Source: an optimization exercise on an open RTL-to-GDS flow (aim: a short achievable clock period and few clock cycles per item). Production flows keep margins and buffers that such runs may drop. In this exercise RTL edits were held to simulation tests only and were not proved equivalent to the original. Power is estimated from default activity; no workload was simulated.

## design/flow/flow/run.sh

```bash
#!/bin/bash
# The standard layout (standard.sh, synthesis unchanged) with three
# changes: the port buffers are a plain buffer cell instead of the delay cell
# that buffer_ports picks on its own; the resizer may change a gate's
# footprint when it sizes it; and after global routing a greedy pass
# (upsize.tcl) gives the cells on the worst paths their best drive strength.
# The make output goes to flow.log here; each ORFS step keeps its own log
# under orfs/logs.
set -uo pipefail
here=$(cd "$(dirname "$0")" && pwd)
export BUFFER_PORTS_ARGS="-buffer_cell sky130_fd_sc_hd__buf_8"
export POST_GLOBAL_ROUTE_TCL="$here/post_grt.tcl"
bash standard.sh MATCH_CELL_FOOTPRINT=0 finish > flow.log 2>&1
```

## design/flow/flow/post_grt.tcl

```tcl
# After global routing and ORFS's own repair: give the cells on the worst
# paths their best drive strength with the global routing parasitics, then
# legalize, route the changed nets again and rewrite the route guides for
# detailed routing.
source [file join [file dirname [info script]] upsize.tcl]
estimate_parasitics -global_routing
report_worst_slack -max
ups_run 2 80
global_route -start_incremental
detailed_placement
global_route -end_incremental
check_placement -verbose
estimate_parasitics -global_routing
report_worst_slack -max
write_guides $::env(RESULTS_DIR)/route.guide
```

## design/flow/flow/upsize.tcl

```tcl
# Greedy sizing of the cells on the worst paths: each cell driving a net on
# one of the worst paths tries every drive strength of its own cell type and
# keeps the one that gives its path's endpoint the most slack without making
# the design's worst slack worse. Cell types never change, only drive strength.
proc ups_variants {cell_name} {
  if {![regexp {^(.*)_([0-9]+)$} $cell_name -> base drive]} { return {} }
  set out {}
  foreach lc [get_lib_cells */${base}_*] {
    set n [get_name $lc]
    if {![regexp "^${base}_\[0-9\]+\$" $n]} { continue }
    if {[get_property $lc dont_use]} { continue }
    lappend out $n
  }
  return $out
}

# replace_cell leaves the nets at the cell without estimated parasitics;
# estimate them again so that the timing seen is the real one
proc ups_swap {inst cell} {
  replace_cell $inst [get_lib_cells */$cell]
  foreach net [get_nets -quiet -of_objects [get_pins -of_objects $inst]] {
    est::estimate_parasitic_net $net
  }
}

proc ups_wns {} {
  return [sta::worst_slack_cmd max]
}

proc ups_end_slack {pin} {
  return [get_property $pin slack_max]
}

proc ups_run {passes paths_per_pass} {
  for {set pass 0} {$pass < $passes} {incr pass} {
    set start [ups_wns]
    set changed 0
    set work {}
    foreach pe [find_timing_paths -path_delay max -group_path_count $paths_per_pass -endpoint_path_count 1] {
      set ep [$pe pin]
      set insts {}
      foreach pin [[$pe path] pins] {
        if {[get_property $pin direction] ne "output"} { continue }
        set inst [$pin instance]
        if {$inst eq "NULL" || $inst eq ""} { continue }
        lappend insts $inst
      }
      lappend work [list $ep [lreverse $insts]]
    }
    foreach item $work {
      lassign $item ep insts
      foreach inst $insts {
        set cur [get_property $inst ref_name]
        if {[string match "*dly*" $cur] || [string match "*dl?tp*" $cur]} { continue }
        set floor [ups_wns]
        set best $cur
        set best_s [ups_end_slack $ep]
        foreach v [ups_variants $cur] {
          if {$v eq $cur} { continue }
          ups_swap $inst $v
          set s [ups_end_slack $ep]
          if {$s > $best_s + 2e-12 && [ups_wns] >= $floor - 1e-13} { set best $v; set best_s $s }
        }
        if {[get_property $inst ref_name] ne $best} {
          ups_swap $inst $best
        }
        if {$best ne $cur} { incr changed }
      }
    }
    set end [ups_wns]
    puts "upsize pass $pass: wns $start -> $end, $changed cells resized"
    if {$changed == 0} { break }
  }
}
```

## design/flow/standard.sh

```bash
#!/bin/bash
# synth_recipe.tcl (not shown) runs the flow's synth.tcl, then flattens the netlist and writes it again
# the make line also repeats each setting of config.mk as NAME=value (left out here)
make -C /OpenROAD-flow-scripts/flow DESIGN_CONFIG=/design/flow/config.mk WORK_HOME=/design/flow/orfs CLKGATE_MAP_FILE= SYNTH_SCRIPT=/design/flow/synth_recipe.tcl "${@:-finish}"
```

## design/flow/config.mk

```make
export PLATFORM = sky130hd
export DESIGN_NAME = cache_top
export DESIGN_NICKNAME = cache_top
export VERILOG_FILES = /design/flow/design.v
export SDC_FILE = /design/flow/constraint.sdc
export NUM_CORES = 4
export LEC_CHECK = 0
export ABC_CLOCK_PERIOD_IN_PS = 1000
export CAP_MARGIN = 20
export CORE_MARGIN = 2
export CORE_UTILIZATION = 47
export SETUP_SLACK_MARGIN = 2.5
export SLEW_MARGIN = 20
export SYNTH_HIERARCHICAL = 1
export TNS_END_PERCENT = 20
```

## design/flow/constraint.sdc

```tcl
create_clock -name core_clock -period 6.0 [get_ports {clk}]
set_input_delay 1.2000 -clock core_clock [delete_from_list [all_inputs] [get_ports {clk}]]
set_output_delay 1.2000 -clock core_clock [all_outputs]
set_load 0.01 [all_outputs]
```

## design/flow/design.v

```verilog
package cache_pkg;
    typedef logic [32-1:0]   word_t;
    typedef logic [(4 * 32)-1:0]   line_t;
    typedef logic [(30 - 3 - 2)-1:0]    tag_t;
    typedef logic [3-1:0]  index_t;
    typedef logic [2-1:0] offset_t;
    typedef struct packed {
        tag_t    tag;
        index_t  index;
        offset_t offset;
    } proc_addr_t;
    typedef struct packed {
        logic                            read;
        logic                            write;
        logic [(30 - 2)-1:0] addr;
        line_t                           wdata;
    } mem_req_t;
    typedef enum logic [1:0] {
        LOOKUP,
        WRITEBACK,
        REFILL
    } cache_state_e;
endpackage
`timescale 1ns/1ps
module cache_tag_store
(
    input  logic       clk,
    input  logic       proc_reset,
    input  cache_pkg::proc_addr_t addr,
    input  logic       word_write_en,
    input  logic       refill_en,
    input  logic       wb_done,
    input  logic       refill_dirty,
    input  logic       load_mru,
    output logic       mru_hit,
    output logic [8-1:0] line_hit_n,
    output logic [8-1:0] dirty_bits,
    output logic [8*(30 - 3 - 2)-1:0] tags
);
    cache_pkg::tag_t tag_mem [8];
    logic [8-1:0] valid_bits;
    logic [8-1:0] line_sel;
    cache_dec8 u_dec (
        .sel(addr.index),
        .en (1'b1),
        .y  (line_sel)
    );
    for (genvar i = 0; i < 8; i++) begin : g_cmp
        assign tags[i*(30 - 3 - 2) +: (30 - 3 - 2)] = tag_mem[i];
        cache_tag_cmp u_cmp (
            .valid (valid_bits[i]),
            .sel   (line_sel[i]),
            .stored(tag_mem[i]),
            .tag   (addr.tag),
            .hit_n (line_hit_n[i])
        );
    end
    logic [(30 - 2)-1:0] mru_addr;
    logic                            mru_valid;
    cache_mru_cmp u_mru_cmp (
        .valid (mru_valid),
        .stored(mru_addr),
        .addr  ({addr.tag, addr.index}),
        .hit   (mru_hit)
    );
    always_ff @(posedge clk) begin
        if (proc_reset) begin
            mru_valid <= 1'b0;
        end else if (refill_en || load_mru) begin
            mru_valid <= 1'b1;
        end
    end
    always_ff @(posedge clk) begin
        if (refill_en || load_mru) begin
            mru_addr <= {addr.tag, addr.index};
        end
    end
    always_ff @(posedge clk) begin
        if (proc_reset) begin
            valid_bits <= '0;
            dirty_bits <= '0;
        end else if (refill_en) begin
            valid_bits[addr.index] <= 1'b1;
            dirty_bits[addr.index] <= refill_dirty;
        end else if (wb_done) begin
            dirty_bits[addr.index] <= 1'b0;
        end else if (word_write_en) begin
            dirty_bits[addr.index] <= 1'b1;
        end
    end
    always_ff @(posedge clk) begin
        if (refill_en) begin
            tag_mem[addr.index] <= addr.tag;
        end
    end
endmodule
module cache_tag_cmp
(
    input  logic            valid,
    input  logic            sel,
    input  cache_pkg::tag_t stored,
    input  cache_pkg::tag_t tag,
    output logic            hit_n
);
    logic [26:0] match;
    logic [8:0]  miss9;
    logic [2:0]  match3;
    for (genvar k = 0; k < (30 - 3 - 2); k++) begin : g_bit
        cache_xnor2 u_x (.a(stored[k]), .b(tag[k]), .y(match[k]));
    end
    assign match[25] = valid;
    assign match[26] = sel;
    for (genvar g = 0; g < 9; g++) begin : g_l2
        cache_nand3 u_n (.a(match[3*g]), .b(match[3*g+1]), .c(match[3*g+2]), .y(miss9[g]));
    end
    for (genvar g = 0; g < 3; g++) begin : g_l3
        cache_nor3 u_n (.a(miss9[3*g]), .b(miss9[3*g+1]), .c(miss9[3*g+2]), .y(match3[g]));
    end
    cache_nand3 u_l4 (.a(match3[0]), .b(match3[1]), .c(match3[2]), .y(hit_n));
endmodule
module cache_mru_cmp
(
    input  logic                            valid,
    input  logic [(30 - 2)-1:0] stored,
    input  logic [(30 - 2)-1:0] addr,
    output logic                            hit
);
    logic [27:0] match;
    logic [8:0]  miss9;
    logic [2:0]  match3;
    logic        miss_a;
    logic        miss_b;
    for (genvar k = 0; k < (30 - 2); k++) begin : g_bit
        cache_xnor2 u_x (.a(stored[k]), .b(addr[k]), .y(match[k]));
    end
    for (genvar g = 0; g < 9; g++) begin : g_l2
        cache_nand3 u_n (.a(match[3*g]), .b(match[3*g+1]), .c(match[3*g+2]), .y(miss9[g]));
    end
    for (genvar g = 0; g < 3; g++) begin : g_l3
        cache_nor3 u_n (.a(miss9[3*g]), .b(miss9[3*g+1]), .c(miss9[3*g+2]), .y(match3[g]));
    end
    cache_nand3 u_l4a (.a(match3[0]), .b(match3[1]), .c(match3[2]), .y(miss_a));
    cache_nand2 u_l4b (.a(match[27]), .b(valid), .y(miss_b));
    cache_nor2  u_l5  (.a(miss_a), .b(miss_b), .y(hit));
endmodule
module cache_nand2 (input logic a, input logic b, output logic y);
    assign y = !(a && b);
endmodule
module cache_xnor2 (input logic a, input logic b, output logic y);
    assign y = !(a ^ b);
endmodule
module cache_nand3 (input logic a, input logic b, input logic c, output logic y);
    assign y = !(a && b && c);
endmodule
module cache_nor3 (input logic a, input logic b, input logic c, output logic y);
    assign y = !(a || b || c);
endmodule
module cache_nand4 (input logic a, input logic b, input logic c, input logic d, output logic y);
    assign y = !(a && b && c && d);
endmodule
module cache_nor2 (input logic a, input logic b, output logic y);
    assign y = !(a || b);
endmodule
`timescale 1ns/1ps
module cache_data_store
(
    input  logic       clk,
    input  cache_pkg::proc_addr_t addr,
    input  cache_pkg::word_t      wdata,
    input  logic       word_write_en,
    input  logic       refill_en,
    input  logic       refill_write,
    input  logic       load_mru,
    input  logic       mem_ready,
    input  cache_pkg::line_t      refill_line,
    output cache_pkg::word_t      rdata,
    output cache_pkg::line_t      victim_line
);
    cache_pkg::line_t data_mem [8];
    cache_pkg::line_t merged_line;
    for (genvar w = 0; w < 4; w++) begin : g_word
        for (genvar h = 0; h < 2; h++) begin : g_half
            logic [8-1:0] line_sel;
            cache_dec8 u_dec (
                .sel(addr.index),
                .en (1'b1),
                .y  (line_sel)
            );
            for (genvar b = h*16; b < h*16 + 16; b++) begin : g_bit
                logic [8-1:0] col;
                for (genvar i = 0; i < 8; i++) begin : g_line
                    assign col[i] = data_mem[i][w*32 + b];
                end
                cache_ao8 u_ao (
                    .s(line_sel),
                    .d(col),
                    .y(victim_line[w*32 + b])
                );
            end
        end
    end
    cache_pkg::line_t mru_line;
    for (genvar h = 0; h < 2; h++) begin : g_rd_half
        logic [4-1:0] copy_sel;
        logic [4-1:0] refill_sel;
        cache_dec4 u_cdec (.sel(addr.offset), .y(copy_sel));
        cache_dec4 u_rdec (.sel(addr.offset), .y(refill_sel));
        for (genvar b = h*16; b < h*16 + 16; b++) begin : g_rd
            logic [4-1:0] copy_col;
            logic [4-1:0] refill_col;
            logic                    copy_word;
            logic                    refill_word;
            for (genvar w = 0; w < 4; w++) begin : g_w
                assign copy_col[w]   = mru_line[w*32 + b];
                assign refill_col[w] = refill_line[w*32 + b];
            end
            cache_ao4 u_cao (.s(copy_sel),   .d(copy_col),   .y(copy_word));
            cache_ao4 u_rao (.s(refill_sel), .d(refill_col), .y(refill_word));
            cache_mux2 u_mux (.s(mem_ready), .a(copy_word), .b(refill_word), .y(rdata[b]));
        end
    end
    always_comb begin
        merged_line = refill_line;
        if (refill_write) begin
            merged_line[addr.offset * 32 +: 32] = wdata;
        end
    end
    always_ff @(posedge clk) begin
        if (refill_en) begin
            data_mem[addr.index] <= merged_line;
        end else if (word_write_en) begin
            data_mem[addr.index][addr.offset * 32 +: 32] <= wdata;
        end
    end
    always_ff @(posedge clk) begin
        if (refill_en) begin
            mru_line <= merged_line;
        end else if (load_mru) begin
            mru_line <= victim_line;
        end else if (word_write_en) begin
            mru_line[addr.offset * 32 +: 32] <= wdata;
        end
    end
endmodule
module cache_dec8
(
    input  logic [2:0] sel,
    input  logic       en,
    output logic [7:0] y
);
    always_comb begin
        for (int i = 0; i < 8; i++) begin
            y[i] = en && (sel == i[2:0]);
        end
    end
endmodule
module cache_dec4
(
    input  logic [1:0] sel,
    output logic [3:0] y
);
    always_comb begin
        for (int w = 0; w < 4; w++) begin
            y[w] = (sel == w[1:0]);
        end
    end
endmodule
module cache_ao4
(
    input  logic [3:0] s,
    input  logic [3:0] d,
    output logic       y
);
    assign y = |(s & d);
endmodule
module cache_mux2
(
    input  logic s,
    input  logic a,
    input  logic b,
    output logic y
);
    assign y = s ? b : a;
endmodule
module cache_ao8
(
    input  logic [7:0] s,
    input  logic [7:0] d,
    output logic       y
);
    assign y = |(s & d);
endmodule
`timescale 1ns/1ps
module cache_ctrl
(
    input  logic       read,
    input  logic       write,
    input  cache_pkg::proc_addr_t addr,
    input  logic [8-1:0] line_hit_n,
    input  logic [8-1:0] dirty_bits,
    input  logic [8*(30 - 3 - 2)-1:0] tags,
    input  logic       mem_ready,
    input  logic       mru_hit,
    output logic       load_mru,
    output logic       stall,
    output logic       word_write_en,
    output logic       refill_en,
    output logic       wb_done,
    output logic       mem_read,
    output logic       mem_write,
    output logic [(30 - 2)-1:0] mem_addr
);
    logic [8-1:0] line_sel;
    logic request;
    logic hit;
    logic miss;
    logic hit_lo;
    logic hit_hi;
    logic victim_dirty;
    cache_dec8 u_dec (
        .sel(addr.index),
        .en (1'b1),
        .y  (line_sel)
    );
    assign request      = read || write;
    cache_nand4 u_hit_lo (.a(line_hit_n[0]), .b(line_hit_n[1]), .c(line_hit_n[2]), .d(line_hit_n[3]), .y(hit_lo));
    cache_nand4 u_hit_hi (.a(line_hit_n[4]), .b(line_hit_n[5]), .c(line_hit_n[6]), .d(line_hit_n[7]), .y(hit_hi));
    cache_nor2  u_miss   (.a(hit_lo), .b(hit_hi), .y(miss));
    assign hit          = !miss;
    assign victim_dirty = |(line_sel & dirty_bits);
    assign refill_en     = request && mem_ready && !victim_dirty;
    assign wb_done       = request && mem_ready && victim_dirty;
    assign word_write_en = write && mru_hit;
    assign load_mru      = request && hit && !mru_hit;
    logic refill_done;
    assign refill_done = request && mem_ready && !victim_dirty;
    cache_nor2 u_stall (.a(mru_hit), .b(refill_done), .y(stall));
    logic no_read;
    logic no_write;
    assign no_read  = !request || victim_dirty;
    assign no_write = !request || !victim_dirty;
    cache_nor3 u_mem_read  (.a(hit_lo), .b(hit_hi), .c(no_read),  .y(mem_read));
    cache_nor3 u_mem_write (.a(hit_lo), .b(hit_hi), .c(no_write), .y(mem_write));
    for (genvar g = 0; g < 5; g++) begin : g_addr
        logic [8-1:0] sel;
        logic                     dirty;
        cache_dec8 u_dec (
            .sel(addr.index),
            .en (1'b1),
            .y  (sel)
        );
        assign dirty = |(sel & dirty_bits);
        for (genvar k = 5*g; k < 5*g + 5; k++) begin : g_bit
            logic [8-1:0] col;
            logic                     victim_bit;
            for (genvar i = 0; i < 8; i++) begin : g_line
                assign col[i] = tags[i*(30 - 3 - 2) + k];
            end
            cache_ao8 u_ao (
                .s(sel),
                .d(col),
                .y(victim_bit)
            );
            assign mem_addr[3 + k] = dirty ? victim_bit : addr.tag[k];
        end
    end
    assign mem_addr[3-1:0] = addr.index;
endmodule
`timescale 1ns/1ps
module cache_top
(
    input  logic                            clk,
    input  logic                            proc_reset,
    input  logic                            proc_read,
    input  logic                            proc_write,
    input  logic [30-1:0]     proc_addr,
    input  cache_pkg::word_t                           proc_wdata,
    output cache_pkg::word_t                           proc_rdata,
    output logic                            proc_stall,
    output logic                            mem_read,
    output logic                            mem_write,
    output logic [(30 - 2)-1:0] mem_addr,
    output cache_pkg::line_t                           mem_wdata,
    input  cache_pkg::line_t                           mem_rdata,
    input  logic                            mem_ready
);
    cache_pkg::proc_addr_t addr;
    logic [8-1:0] line_hit_n;
    logic [8-1:0] dirty_bits;
    logic [8*(30 - 3 - 2)-1:0] tags;
    logic  word_write_en;
    logic  refill_en;
    logic  wb_done;
    logic  mru_hit;
    logic  load_mru;
    assign addr = cache_pkg::proc_addr_t'(proc_addr);
    cache_tag_store u_tag_store (
        .clk          (clk),
        .proc_reset   (proc_reset),
        .addr         (addr),
        .word_write_en(word_write_en),
        .refill_en    (refill_en),
        .wb_done      (wb_done),
        .refill_dirty (proc_write),
        .load_mru     (load_mru),
        .mru_hit      (mru_hit),
        .line_hit_n   (line_hit_n),
        .dirty_bits   (dirty_bits),
        .tags         (tags)
    );
    cache_data_store u_data_store (
        .clk          (clk),
        .addr         (addr),
        .wdata        (proc_wdata),
        .word_write_en(word_write_en),
        .refill_en    (refill_en),
        .refill_write (proc_write),
        .load_mru     (load_mru),
        .mem_ready    (mem_ready),
        .refill_line  (mem_rdata),
        .rdata        (proc_rdata),
        .victim_line  (mem_wdata)
    );
    cache_ctrl u_ctrl (
        .read         (proc_read),
        .write        (proc_write),
        .addr         (addr),
        .line_hit_n   (line_hit_n),
        .dirty_bits   (dirty_bits),
        .tags         (tags),
        .mem_ready    (mem_ready),
        .mru_hit      (mru_hit),
        .load_mru     (load_mru),
        .stall        (proc_stall),
        .word_write_en(word_write_en),
        .refill_en    (refill_en),
        .wb_done      (wb_done),
        .mem_read     (mem_read),
        .mem_write    (mem_write),
        .mem_addr     (mem_addr)
    );
endmodule
```

==> notes.md <==
sequential cells by signal, indices dropped and copies added, names as in the netlist:
signal                  flops
u_data_store.mru_line     128
u_data_store.data_mem    1024
u_tag_store.mru_valid       1
u_tag_store.dirty_bits      8
u_tag_store.tag_mem       200
u_tag_store.valid_bits      8
u_tag_store.mru_addr       28
cell usage in the layout, fill, tap and decap left out, types with 15 or more instances in the layout:
master and count:
sky130_fd_sc_hd__a21boi_0 24, sky130_fd_sc_hd__a221oi_1 92, sky130_fd_sc_hd__a22o_2 19, sky130_fd_sc_hd__a22oi_1 538, sky130_fd_sc_hd__a22oi_2 266, sky130_fd_sc_hd__a22oi_4 48
sky130_fd_sc_hd__a311oi_1 24, sky130_fd_sc_hd__a31oi_1 30, sky130_fd_sc_hd__and2_1 29, sky130_fd_sc_hd__and4b_4 40, sky130_fd_sc_hd__and4bb_2 17, sky130_fd_sc_hd__and4bb_4 44
sky130_fd_sc_hd__buf_1 15, sky130_fd_sc_hd__buf_12 62, sky130_fd_sc_hd__buf_4 362, sky130_fd_sc_hd__buf_6 213, sky130_fd_sc_hd__buf_8 280, sky130_fd_sc_hd__clkbuf_1 27
sky130_fd_sc_hd__clkbuf_16 194, sky130_fd_sc_hd__clkinv_1 29, sky130_fd_sc_hd__clkinv_2 25, sky130_fd_sc_hd__conb_1 120, sky130_fd_sc_hd__dfxtp_1 17, sky130_fd_sc_hd__edfxtp_1 1380
sky130_fd_sc_hd__mux2_2 17, sky130_fd_sc_hd__mux2_4 48, sky130_fd_sc_hd__nand2_1 140, sky130_fd_sc_hd__nand3_1 172, sky130_fd_sc_hd__nand4_1 74, sky130_fd_sc_hd__nand4_2 56
sky130_fd_sc_hd__nand4_4 35, sky130_fd_sc_hd__nor2_1 17, sky130_fd_sc_hd__nor2_4 40, sky130_fd_sc_hd__nor2b_1 63, sky130_fd_sc_hd__nor3_2 26, sky130_fd_sc_hd__o21ai_0 144
sky130_fd_sc_hd__o21ai_1 18, sky130_fd_sc_hd__o22ai_1 141, sky130_fd_sc_hd__xnor2_1 228
worst register-to-register path, delay by kind of cell, from the launching register on:
family / cells / cell delay [ps]
flops: 1 / 810
simple gates: 2 / 280
buf+inv: 3 / 1640
compound gates: 3 / 780
per-module statistics from Yosys, one instance, submodules excluded, a selection:
module / times used / cells / flip-flops and latches
cache_dec4: 4 / 4 / 0
cache_nand3: 90 / 1 / 0
cache_xnor2: 228 / 1 / 0
cache_mux2: 32 / 1 / 0
cache_tag_store: 1 / 323 / 245
cache_nor3: 29 / 1 / 0
cells by family (layout without fill, tap and decap cells):
| group | after synthesis | in the layout | share of synthesized area |
|---|---|---|---|
| other cells | 3 | 124 | 0.0001833 |
| simple gates | 840 | 868 | 0.08956 |
| buf+inv | 182 | 1264 | 0.01285 |
| flops | 1397 | 1397 | 0.6801 |
| compound gates | 1422 | 1422 | 0.1667 |
| xor+xnor | 230 | 230 | 0.03322 |
| mux | 72 | 72 | 0.01513 |
| fa+ha+maj | 11 | 11 | 0.002240 |
power groups by stage:
stage	registers (mW)	logic, mW	clock network [mW]
6_report	11.3	3.51	9.21
2_1_floorplan	11.4	1.16	0
3_5_place_dp	11.5	2.76	0
3_3_place_gp	11.5	2.74	0
4_1_cts	11.3	3.22	9.20
metal layers:
metal / up-vias / global-route usage / share of wire
met1: 25220 / 0.5071 / 0.38
li1: 19826 / - / -
met2: 3957 / 0.5273 / 0.42
met3: 727 / 0.1608 / 0.15
met5: - / 0 / 0.00051
met4: 20 / 0.1686 / 0.055
synth_stat cells (30+ instances only):
library cell               count
sky130_fd_sc_hd__nand4_1     160
sky130_fd_sc_hd__and4bb_2     52
sky130_fd_sc_hd__nor2b_1      68
sky130_fd_sc_hd__buf_2        38
sky130_fd_sc_hd__o21ai_0     179
sky130_fd_sc_hd__nand2_1     142
sky130_fd_sc_hd__mux2_2       31
sky130_fd_sc_hd__edfxtp_1   1380
sky130_fd_sc_hd__mux2_4       34
sky130_fd_sc_hd__a22oi_1     852
sky130_fd_sc_hd__clkbuf_1    111
sky130_fd_sc_hd__and4b_2      45
sky130_fd_sc_hd__a221oi_1     95
sky130_fd_sc_hd__nand3_1     173
sky130_fd_sc_hd__and2_1       30
sky130_fd_sc_hd__a31oi_1      30
sky130_fd_sc_hd__xnor2_1     228
sky130_fd_sc_hd__o22ai_1     142
sky130_fd_sc_hd__nor2_1       64
final timing paths:
check | end | slack [ps] | cells past startpoint | startpoint
max | mem_wdata[121] | 1970 | 8 | proc_addr[4]
min | u_tag_store.mru_valid | 480 | 1 | u_tag_store.mru_valid
max reg2reg | u_data_store.mru_line[22] | 2320 | 8 | u_tag_store.dirty_bits[2]
min reg2reg | u_tag_store.mru_valid | 480 | 1 | u_tag_store.mru_valid
area by class of cell:
type	count	share of cell area
clock inverters	83	0.01008
flip-flops and latches	1397	0.4956
repair buffers	989	0.1416
clock buffers	180	0.04662
diodes	4	0.0001187
inverters	12	0.001009
well taps	1742	0.02586
multi-input cells	2723	0.2791
stage by stage:
stage                     setup WS [ps]  instance area [um2]
after floorplan                    2127                62150
after global placement            641.4                70910
after detailed placement          597.9                70940
after CTS                          2012                80980
final                              1970                84300
==> flow_summary.html <==
<table>
<tr><th>Metric</th><th>Value</th></tr>
<tr><th colspan="2">Clocking</th></tr>
<tr><td># clock sinks</td><td>1,397</td></tr>
<tr><td>Setup Fix Bufs, Post-CTS</td><td>261</td></tr>
<tr><td>Number of clock buffers inserted by TritonCTS</td><td>150</td></tr>
<tr><td>Clock latency at the later pin of the worst-skew pair</td><td>820 ps</td></tr>
<tr><td>Clock transition time at the flip-flop clock pins of the worst setup and hold paths</td><td>70 ps</td></tr>
<tr><td>Number of H-tree branching levels</td><td>4</td></tr>
<tr><td>Largest buffer count on any clock path</td><td>3</td></tr>
<tr><td>Clock tree root buffer cell</td><td>sky130_fd_sc_hd__clkbuf_16</td></tr>
<tr><td>Number of resized instances in the post-cts repair step</td><td>480</td></tr>
<tr><td>CTS tree</td><td>done</td></tr>
<tr><td>CTS Hold Bufs</td><td>0</td></tr>
<tr><th colspan="2">Logic synthesis</th></tr>
<tr><td>Share of synthesized registers carrying an async set or reset</td><td>0</td></tr>
<tr><td>Share of Yosys cell area claimed by the top area cell type</td><td>0.6746</td></tr>
<tr><td>Average cell area after synthesis</td><td>14.78 um2</td></tr>
<tr><td>Seq/Total Area, Yosys</td><td>0.6801</td></tr>
<tr><td>Cell taking the most area after synthesis</td><td>sky130_fd_sc_hd__edfxtp_1</td></tr>
<tr><td>Top post-synthesis cells by area</td><td>sky130_fd_sc_hd__edfxtp_1, sky130_fd_sc_hd__a22oi_1, sky130_fd_sc_hd__xnor2_1</td></tr>
<tr><td>Number of distinct library cells after synthesis</td><td>70</td></tr>
<tr><td>Post-synth EDFFs</td><td>1,380</td></tr>
<tr><td>Post-synthesis instance total</td><td>4,157</td></tr>
<tr><td>Synth Cell Area</td><td>61,430 um2</td></tr>
<tr><td>Ys flop type</td><td>sky130_fd_sc_hd__edfxtp_1</td></tr>
<tr><td>YS warnings</td><td>10</td></tr>
<tr><td>Number of register bits inferred by synthesis</td><td>1,397</td></tr>
<tr><th colspan="2">Power</th></tr>
<tr><td>Reported net switching power</td><td>6.210 mW</td></tr>
<tr><td>Fraction of power spent switching nets</td><td>0.2580</td></tr>
<tr><td>Peak supply drop</td><td>270.9 uV</td></tr>
<tr><td>Reg power frac</td><td>0.471</td></tr>
<tr><td>Internal power</td><td>17.86 mW</td></tr>
<tr><td>Cell Pwr Density</td><td>285.5 nW/um2</td></tr>
<tr><td>Total power draw</td><td>24.07 mW</td></tr>
<tr><td>Part of the power in the clock network</td><td>0.383</td></tr>
<tr><td>Power share of the combinational group</td><td>0.146</td></tr>
<tr><td>P_leak</td><td>28.66 nW</td></tr>
<tr><th colspan="2">Finish</th></tr>
<tr><td>Sequential standard cell area</td><td>41,780 um2</td></tr>
<tr><td>Ratio of cells with drive above 1 in the final layout</td><td>0.3674</td></tr>
<tr><td>Fill count</td><td>9,287</td></tr>
<tr><td>Area of the multi-input gates</td><td>23,530 um2</td></tr>
<tr><td>Net count reported at finish</td><td>5,479</td></tr>
<tr><td>Number of non-filler instances in the completed layout</td><td>7,130</td></tr>
<tr><td>Synthesis-to-finish area growth</td><td>37.23%</td></tr>
<tr><td>Fin util</td><td>0.6502</td></tr>
<tr><th colspan="2">Floorplanning</th></tr>
<tr><td>Area of the core region</td><td>129,600 um2</td></tr>
<tr><td>Chip height</td><td>365.5 um</td></tr>
<tr><td>Horiz. Die Dim</td><td>365.5 um</td></tr>
<tr><td>IO Pins</td><td>386</td></tr>
<tr><td>Effective utilization at floorplan</td><td>0.4738</td></tr>
<tr><td>Die Footprint</td><td>133,600 um2</td></tr>
<tr><td>Total number of placement rows</td><td>132</td></tr>
<tr><th colspan="2">Route</th></tr>
<tr><td>Number of remaining DRC errors</td><td>0</td></tr>
<tr><td>Drt first-iter violations</td><td>7,975</td></tr>
<tr><td>Total via count after detailed routing</td><td>49,750</td></tr>
<tr><td>Total detailed-routing wirelength</td><td>265,100 um</td></tr>
<tr><td>Vias/cell</td><td>6.978</td></tr>
<tr><td>Detailed-routing iteration count for the pre-antenna-repair pass</td><td>7</td></tr>
<tr><td>Post-detailed-route wirelength per cell</td><td>37.18 um</td></tr>
<tr><td>Detail Route Antenna Nets</td><td>0</td></tr>
<tr><th colspan="2">Place</th></tr>
<tr><td>HPWL after detailed placement</td><td>161,500 um</td></tr>
<tr><td>Count of buffers from port buffering</td><td>385</td></tr>
<tr><td>Cell Count Post-Placement</td><td>6,411</td></tr>
<tr><td>Final RePlAce weighted congestion</td><td>1.021</td></tr>
<tr><th colspan="2">Outcome</th></tr>
<tr><td>Status</td><td>no timing/DRC/antenna violations</td></tr>
<tr><th colspan="2">Setup path</th></tr>
<tr><td>Crit path arrival time</td><td>2830 ps</td></tr>
<tr><td>Type of element capturing the critical path</td><td>primary output</td></tr>
<tr><td>Chain of cells forming the critical path</td><td>buf_16, buf_12, clkbuf_16, and4b_4, a22oi_2, nand4_2, buf_6, buf_6</td></tr>
<tr><td>CP dominant cell by count</td><td>sky130_fd_sc_hd__buf_6</td></tr>
<tr><td>Worst path bufs/invs</td><td>5</td></tr>
<tr><td>Cell family contributing the most delay on the critical path</td><td>buffers and inverters</td></tr>
<tr><td>Required time at the endpoint of the critical path</td><td>4800 ps</td></tr>
<tr><td>Stage delay of the slowest cell on the critical path</td><td>570 ps</td></tr>
<tr><td>Worst Path Max Fanout</td><td>16</td></tr>
<tr><td>Cell with the largest stage delay on the worst path</td><td>sky130_fd_sc_hd__and4b_4</td></tr>
<tr><td>Type of the worst setup path</td><td>in -&gt; out</td></tr>
<tr><td>Critical path launch point type</td><td>primary input</td></tr>
<tr><th colspan="2">GRT</th></tr>
<tr><td>Via count of the first global-routing pass</td><td>45,379</td></tr>
<tr><td>Number of antenna violations at the first check in global routing</td><td>14</td></tr>
<tr><td>Pin count of the biggest net entering global routing</td><td>139</td></tr>
<tr><td>GRT Residual Overflow</td><td>0</td></tr>
<tr><td>Global-route wire length before repair</td><td>350,300 um</td></tr>
<tr><td>All-layer global routing usage</td><td>0.3764</td></tr>
<tr><th colspan="2">Timing</th></tr>
<tr><td>Number of slew-limit violations in the final report</td><td>0</td></tr>
<tr><td>Timing-limited maximum frequency</td><td>248.1 MHz</td></tr>
<tr><td>Actual transition at the worst max-transition pin</td><td>1310 ps</td></tr>
<tr><td>Worst clock skew</td><td>45.17 ps</td></tr>
<tr><td>Final-layout setup total negative slack</td><td>0 ps</td></tr>
<tr><td>Max-slew headroom</td><td>0.1245</td></tr>
<tr><td>Tmin final</td><td>4030 ps</td></tr>
<tr><td>Final Hold Vio Count</td><td>0</td></tr>
<tr><td>Final Cycle Share</td><td>0.6717</td></tr>
<tr><td>Number of setup violations in the final report</td><td>0</td></tr>
<tr><td>Hold WS</td><td>475.3 ps</td></tr>
<tr><th colspan="2">Job</th></tr>
<tr><td>MaxCap Viol Count</td><td>0</td></tr>
<tr><th colspan="2">Hold path</th></tr>
<tr><td>Path class of the lowest-slack min-delay path</td><td>reg -&gt; reg</td></tr>
</table>
Testbench counts, summed over its fixed seeds: cycles 77,759, accesses 32,000.

afterwards: timing with drivers on the ports:
The flow's constraints put no driver on any port. The routed layout listed below was extracted and timed again, unchanged, in two steps.
Step 1, drivers: a clkbuf_16 drives clk and a buf_2 each remaining input, both assumed.
Step 2 also shifts input and output timing later by t, the mid clock arrival at the registers, as if the neighbouring blocks saw the same clock.
a / b / c = ideal ports / drivers / drivers and shift; a / b = the first two.
t, ns: 0.881
setup slack, ns: 1.970 / 1.540 / 0.916
worst hold slack (ns): 0.475 / 0.475 / 0.475
pins driven straight from the clock port: 1
After both steps setup and hold are still met in this run. The setup slack of this run moves by -0.430 ns with the drivers and by -1.054 ns with both steps.
